From an optimization exercise on the open Yosys and OpenROAD flow, aimed at small area, a short achievable clock period and few clock cycles per item; shortcuts taken in it are not production practice. In this exercise RTL edits were held to simulation tests only and were not proved equivalent to the original. The clock port is modelled as an ideal driver, which makes a skipped or thinned clock tree look cheaper than it is; a real chip needs a root buffer or a tree. Power figures rest on the tool's default switching activity, not on a simulated workload.

## job 7122
Design data_mem_ctrl, start of the top module:
module data_mem_ctrl #(
  parameter int Height     = 64,
  parameter int Length     = 32,
  parameter int WaitStates = 0
) (
  input  logic                                        clk,
  input  logic                                        rst_n,
  input  logic                                        reqValid,
  output logic                                        reqReady,
  input  logic                                        writeEnable,
  input  logic [2:0]                                  funct3,
  input  logic [$clog2(Height)+$clog2(Length/8)-1:0]  address,
  input  logic [Length-1:0]                           dataIn,
  output logic                                        respValid,
  output logic [Length-1:0]                           dataOut,
  output logic                                        error
);
Size in the first run: about 4,400 cells after synthesis, roughly 2,200 flip-flops, about 82 I/O pins, ~79,000 µm² of cells after synthesis.
export LEC_CHECK = 0
export CAP_MARGIN = 20
export CORE_MARGIN = 2
export CORE_UTILIZATION = 65
export PLACE_DENSITY = 0.75
export SETUP_SLACK_MARGIN = 1.75
export SLEW_MARGIN = 20
create_clock -name core_clock -period 3.6 [get_ports {clk}]
standard.sh (not shown) runs the stock make flow with config.mk's settings and CLKGATE_MAP_FILE= SYNTH_SCRIPT=/design/flow/synth_recipe.tcl, a recipe that flattens the netlist after the stock synthesis.
==> flow/flow/run.sh <==
#!/bin/bash
# Standard layout (the standard.sh) with one change: the clock tree is a
# hand-built two-level tree (flow/manual_cts.tcl, run as the PRE_CTS hook)
# instead of TritonCTS's three-level H-tree.
set -euo pipefail
here=$(pwd)
bash standard.sh "PRE_CTS_TCL=$here/flow/cts_hook.tcl" MCTS_LEAF_MAX=28 MCTS_NROOT=4 \
  finish > standard_finish.log 2>&1
==> flow/flow/manual_cts.tcl <==
# Two-level clock tree built by hand: the clock port drives NROOT root
# buffers; each root drives a group of leaf buffers; each leaf buffer drives a
# compact cluster of at most LEAF_MAX flip-flop clock pins. Clusters come from
# recursive bisection of the sink locations, buffers sit at their loads'
# centroids, and detailed placement legalizes them afterwards.
set mcts_leaf_max  [expr {[info exists ::env(MCTS_LEAF_MAX)] ? $::env(MCTS_LEAF_MAX) : 28}]
set mcts_nroot     [expr {[info exists ::env(MCTS_NROOT)] ? $::env(MCTS_NROOT) : 4}]
set mcts_buf       sky130_fd_sc_hd__clkbuf_16

proc mcts_split {items k} {
  # items: list of {x y payload}; split into k groups of near-equal size by
  # recursive bisection along the longer side of the bounding box.
  if {$k <= 1} { return [list $items] }
  set xs {}; set ys {}
  foreach it $items { lappend xs [lindex $it 0]; lappend ys [lindex $it 1] }
  set xs [lsort -integer $xs]; set ys [lsort -integer $ys]
  set dx [expr {[lindex $xs end] - [lindex $xs 0]}]
  set dy [expr {[lindex $ys end] - [lindex $ys 0]}]
  set idx [expr {$dx >= $dy ? 0 : 1}]
  set sorted [lsort -integer -index $idx $items]
  set k1 [expr {$k / 2}]
  set k2 [expr {$k - $k1}]
  set n [llength $sorted]
  set n1 [expr {int(round(double($n) * $k1 / $k))}]
  set a [lrange $sorted 0 [expr {$n1 - 1}]]
  set b [lrange $sorted $n1 end]
  return [concat [mcts_split $a $k1] [mcts_split $b $k2]]
}

proc mcts_centroid {items} {
  set sx 0; set sy 0
  foreach it $items { set sx [expr {$sx + [lindex $it 0]}]; set sy [expr {$sy + [lindex $it 1]}] }
  set n [llength $items]
  return [list [expr {$sx / $n}] [expr {$sy / $n}]]
}

proc mcts_build {} {
  global mcts_leaf_max mcts_nroot mcts_buf
  set db [ord::get_db]
  set block [ord::get_db_block]
  set master [$db findMaster $mcts_buf]
  set clk_port [get_full_name [lindex [sta::get_property [lindex [all_clocks] 0] sources] 0]]
  set clk_net [[$block findBTerm $clk_port] getNet]
  set sinks {}
  foreach it [$clk_net getITerms] {
    set inst [$it getInst]
    set bb [$inst getBBox]
    set x [expr {([$bb xMin] + [$bb xMax]) / 2}]
    set y [expr {([$bb yMin] + [$bb yMax]) / 2}]
    lappend sinks [list $x $y $it]
  }
  set n [llength $sinks]
  set nleaf [expr {int(ceil(double($n) / $mcts_leaf_max))}]
  # keep the leaf count a multiple of the root count
  set nleaf [expr {int(ceil(double($nleaf) / $mcts_nroot)) * $mcts_nroot}]
  puts "MCTS: $n sinks, $nleaf leaf buffers, $mcts_nroot root buffers"
  # Roots first split the sinks into regions, then each region into leaves.
  set regions [mcts_split $sinks $mcts_nroot]
  set li 0
  set ri 0
  foreach reg $regions {
    set rnet [odb::dbNet_create $block "clknet_mroot_$ri"]
    $rnet setSigType CLOCK
    set rbuf [odb::dbInst_create $block $master "clkbuf_mroot_$ri"]
    set leaves [mcts_split $reg [expr {$nleaf / $mcts_nroot}]]
    set lcents {}
    foreach lf $leaves {
      set lnet [odb::dbNet_create $block "clknet_mleaf_$li"]
      $lnet setSigType CLOCK
      set lbuf [odb::dbInst_create $block $master "clkbuf_mleaf_$li"]
      foreach s $lf {
        set it [lindex $s 2]
        $it disconnect
        $it connect $lnet
      }
      [$lbuf findITerm X] connect $lnet
      [$lbuf findITerm A] connect $rnet
      set c [mcts_centroid $lf]
      $lbuf setLocation [lindex $c 0] [lindex $c 1]
      $lbuf setPlacementStatus PLACED
      lappend lcents [list [lindex $c 0] [lindex $c 1] $lbuf]
      incr li
    }
    [$rbuf findITerm X] connect $rnet
    [$rbuf findITerm A] connect $clk_net
    set c [mcts_centroid $lcents]
    $rbuf setLocation [lindex $c 0] [lindex $c 1]
    $rbuf setPlacementStatus PLACED
    incr ri
  }
  $clk_net setSigType CLOCK
}
Other scripts of this flow, unchanged in this note and not shown: flow/flow/cts_hook.tcl
Status: job 7122 FAILED at 4_1_cts (tool error)
Testbench counts of job 7122, summed over its fixed seeds: cycles 16,024, items 16,000.
Inputs modified between job 7122 and job 9483:
- SETUP_SLACK_MARGIN changed from 1.75 to 1.8
==> flow/flow/run.sh <==
#!/bin/bash
# Standard layout (the standard.sh) with two changes: the clock tree is a
# hand-built two-level tree (flow/manual_cts.tcl, run as the PRE_CTS hook)
# instead of TritonCTS's three-level H-tree, and the port buffers start as
# plain buffers (buf_4) rather than delay cells, so timing repair can size them.
set -euo pipefail
here=$(pwd)
bash standard.sh "PRE_CTS_TCL=$here/flow/cts_hook.tcl" MCTS_LEAF_MAX=28 MCTS_NROOT=4 \
  "BUFFER_PORTS_ARGS=-buffer_cell sky130_fd_sc_hd__buf_4" \
  finish > standard_finish.log 2>&1
-- flow/flow/manual_cts.tcl --
<<< job 7122, line 4
# recursive bisection of the sink locations, buffers sit at their loads'
# centroids, and detailed placement legalizes them afterwards.
set mcts_leaf_max  [expr {[info exists ::env(MCTS_LEAF_MAX)] ? $::env(MCTS_LEAF_MAX) : 28}]
set mcts_nroot     [expr {[info exists ::env(MCTS_NROOT)] ? $::env(MCTS_NROOT) : 4}]
set mcts_buf       sky130_fd_sc_hd__clkbuf_16

proc mcts_split {items k} {
>>> job 9483, line 4
# recursive bisection of the sink locations, buffers sit at their loads'
# centroids, and detailed placement legalizes them afterwards.
set ::mcts_leaf_max  [expr {[info exists ::env(MCTS_LEAF_MAX)] ? $::env(MCTS_LEAF_MAX) : 28}]
set ::mcts_nroot     [expr {[info exists ::env(MCTS_NROOT)] ? $::env(MCTS_NROOT) : 4}]
set ::mcts_buf       sky130_fd_sc_hd__clkbuf_16

proc mcts_split {items k} {
### Flow results
Job 9483 reached the end of the flow, and the finished layout is clean on the timing, DRC and antenna checks. Diff job 7122 -> job 9483: detailed-placement wirelength estimate climbed about 5.4%; multiplexer share of the synthesized area essentially unchanged; count of different cell masters after synthesis held.
Inputs modified between job 9483 and job 9430:
- SETUP_SLACK_MARGIN: 1.8 -> 1.75
==> flow/flow/run.sh <==
#!/bin/bash
# Standard layout (the standard.sh) with one change: the clock tree is a
# hand-built two-level tree (flow/manual_cts.tcl, run as the PRE_CTS hook)
# instead of TritonCTS's three-level H-tree.
set -euo pipefail
here=$(pwd)
bash standard.sh "PRE_CTS_TCL=$here/flow/cts_hook.tcl" MCTS_LEAF_MAX=28 MCTS_NROOT=4 \
  finish > standard_finish.log 2>&1
Notes after the runs:
Compared with job 9483, job 9430 shows number of fill cells in the layout higher by 2.4%. Detailed route, job 9430 vs job 9483: via total lower for job 9430. Job 9430 vs job 9483: area added between synthesis and finish down in job 9430. On net switching power of the design, the higher figure sits with job 9483, not job 9430. Time the worst path needs with I/O delays and setup: job 9430 and job 9483 compared, higher one is job 9430.
Edits applied to the flow inputs when going from job 9430 to job 8602:
- a change of CORE_UTILIZATION from 65 to 72
- a change of PLACE_DENSITY from 0.75 to 0.82
- a change of SETUP_SLACK_MARGIN from 1.75 to 1.8
==> flow/flow/run.sh <==
#!/bin/bash
# Standard layout (the standard.sh) with two changes: the clock tree is a
# hand-built two-level tree (flow/manual_cts.tcl, run as the PRE_CTS hook)
# instead of TritonCTS's three-level H-tree, and the port buffers start as
# plain buffers (buf_4) rather than delay cells, so timing repair can size them.
set -euo pipefail
here=$(pwd)
bash standard.sh "PRE_CTS_TCL=$here/flow/cts_hook.tcl" MCTS_LEAF_MAX=28 MCTS_NROOT=4 \
  "BUFFER_PORTS_ARGS=-buffer_cell sky130_fd_sc_hd__buf_4" \
  finish > standard_finish.log 2>&1
Results
Re number of gates on the worst path with buffers counted: job 8602 is 1 up on job 9430.
Die outline width (job 8602 over job 9430): decrease, 17 µm
Against job 9430, the final cell area of job 8602 is higher.
Taking job 9430 as the reference point, the global routing met1 resource utilization of job 8602 rises by 4.6 points.
Job 8602 vs. job 9430: worst clock skew went up by 0.019 ns; sequential share of layout area went down by 0.45 points; minimum clock period went down by 0.0044 ns.
In job 9483, job 9430 and job 8602 the design's own scripts or RTL, not TritonCTS, make the clock network.

## port drivers added, routing unchanged
Ports are ideal in the flow. The routed layouts listed here were re-timed in OpenROAD. Step 1 (the two cells are an assumption about what drives the block):
set clk [get_ports {clk}]
set_driving_cell -lib_cell sky130_fd_sc_hd__clkbuf_16 $clk
set_driving_cell -lib_cell sky130_fd_sc_hd__buf_2 [delete_from_list [all_inputs] $clk]
Step 2, shift: input delay + t, output delay - t, t = (earliest + latest rising clock arrival at the registers) / 2. This alone moves slack from input paths to output paths. Three values: no drivers, after step 1, after step 2; two values: the first two.
run | t, ns | setup WS [ns] | worst hold slack (ns) | clock arrival spread, ns | worst register clock-pin slew, ns
job 9483 | 0.732 | 1.762 / 1.602 / 1.401 | 0.266 / 0.136 / 0.333 | 0.026 / 0.026 | 0.11 / 0.11
job 9430 | 0.738 | 1.689 / 1.578 / 1.195 | 0.338 / 0.199 / 0.338 | 0.023 / 0.023 | 0.11 / 0.11
job 8602 | 0.742 | 1.694 / 1.569 / 1.270 | 0.318 / 0.189 / 0.318 | 0.042 / 0.041 | 0.12 / 0.12
After both steps setup and hold are still met in every run listed. The setup slack of job 9430, which loses most, moves by -0.111 ns with the drivers and by -0.494 ns with both steps.
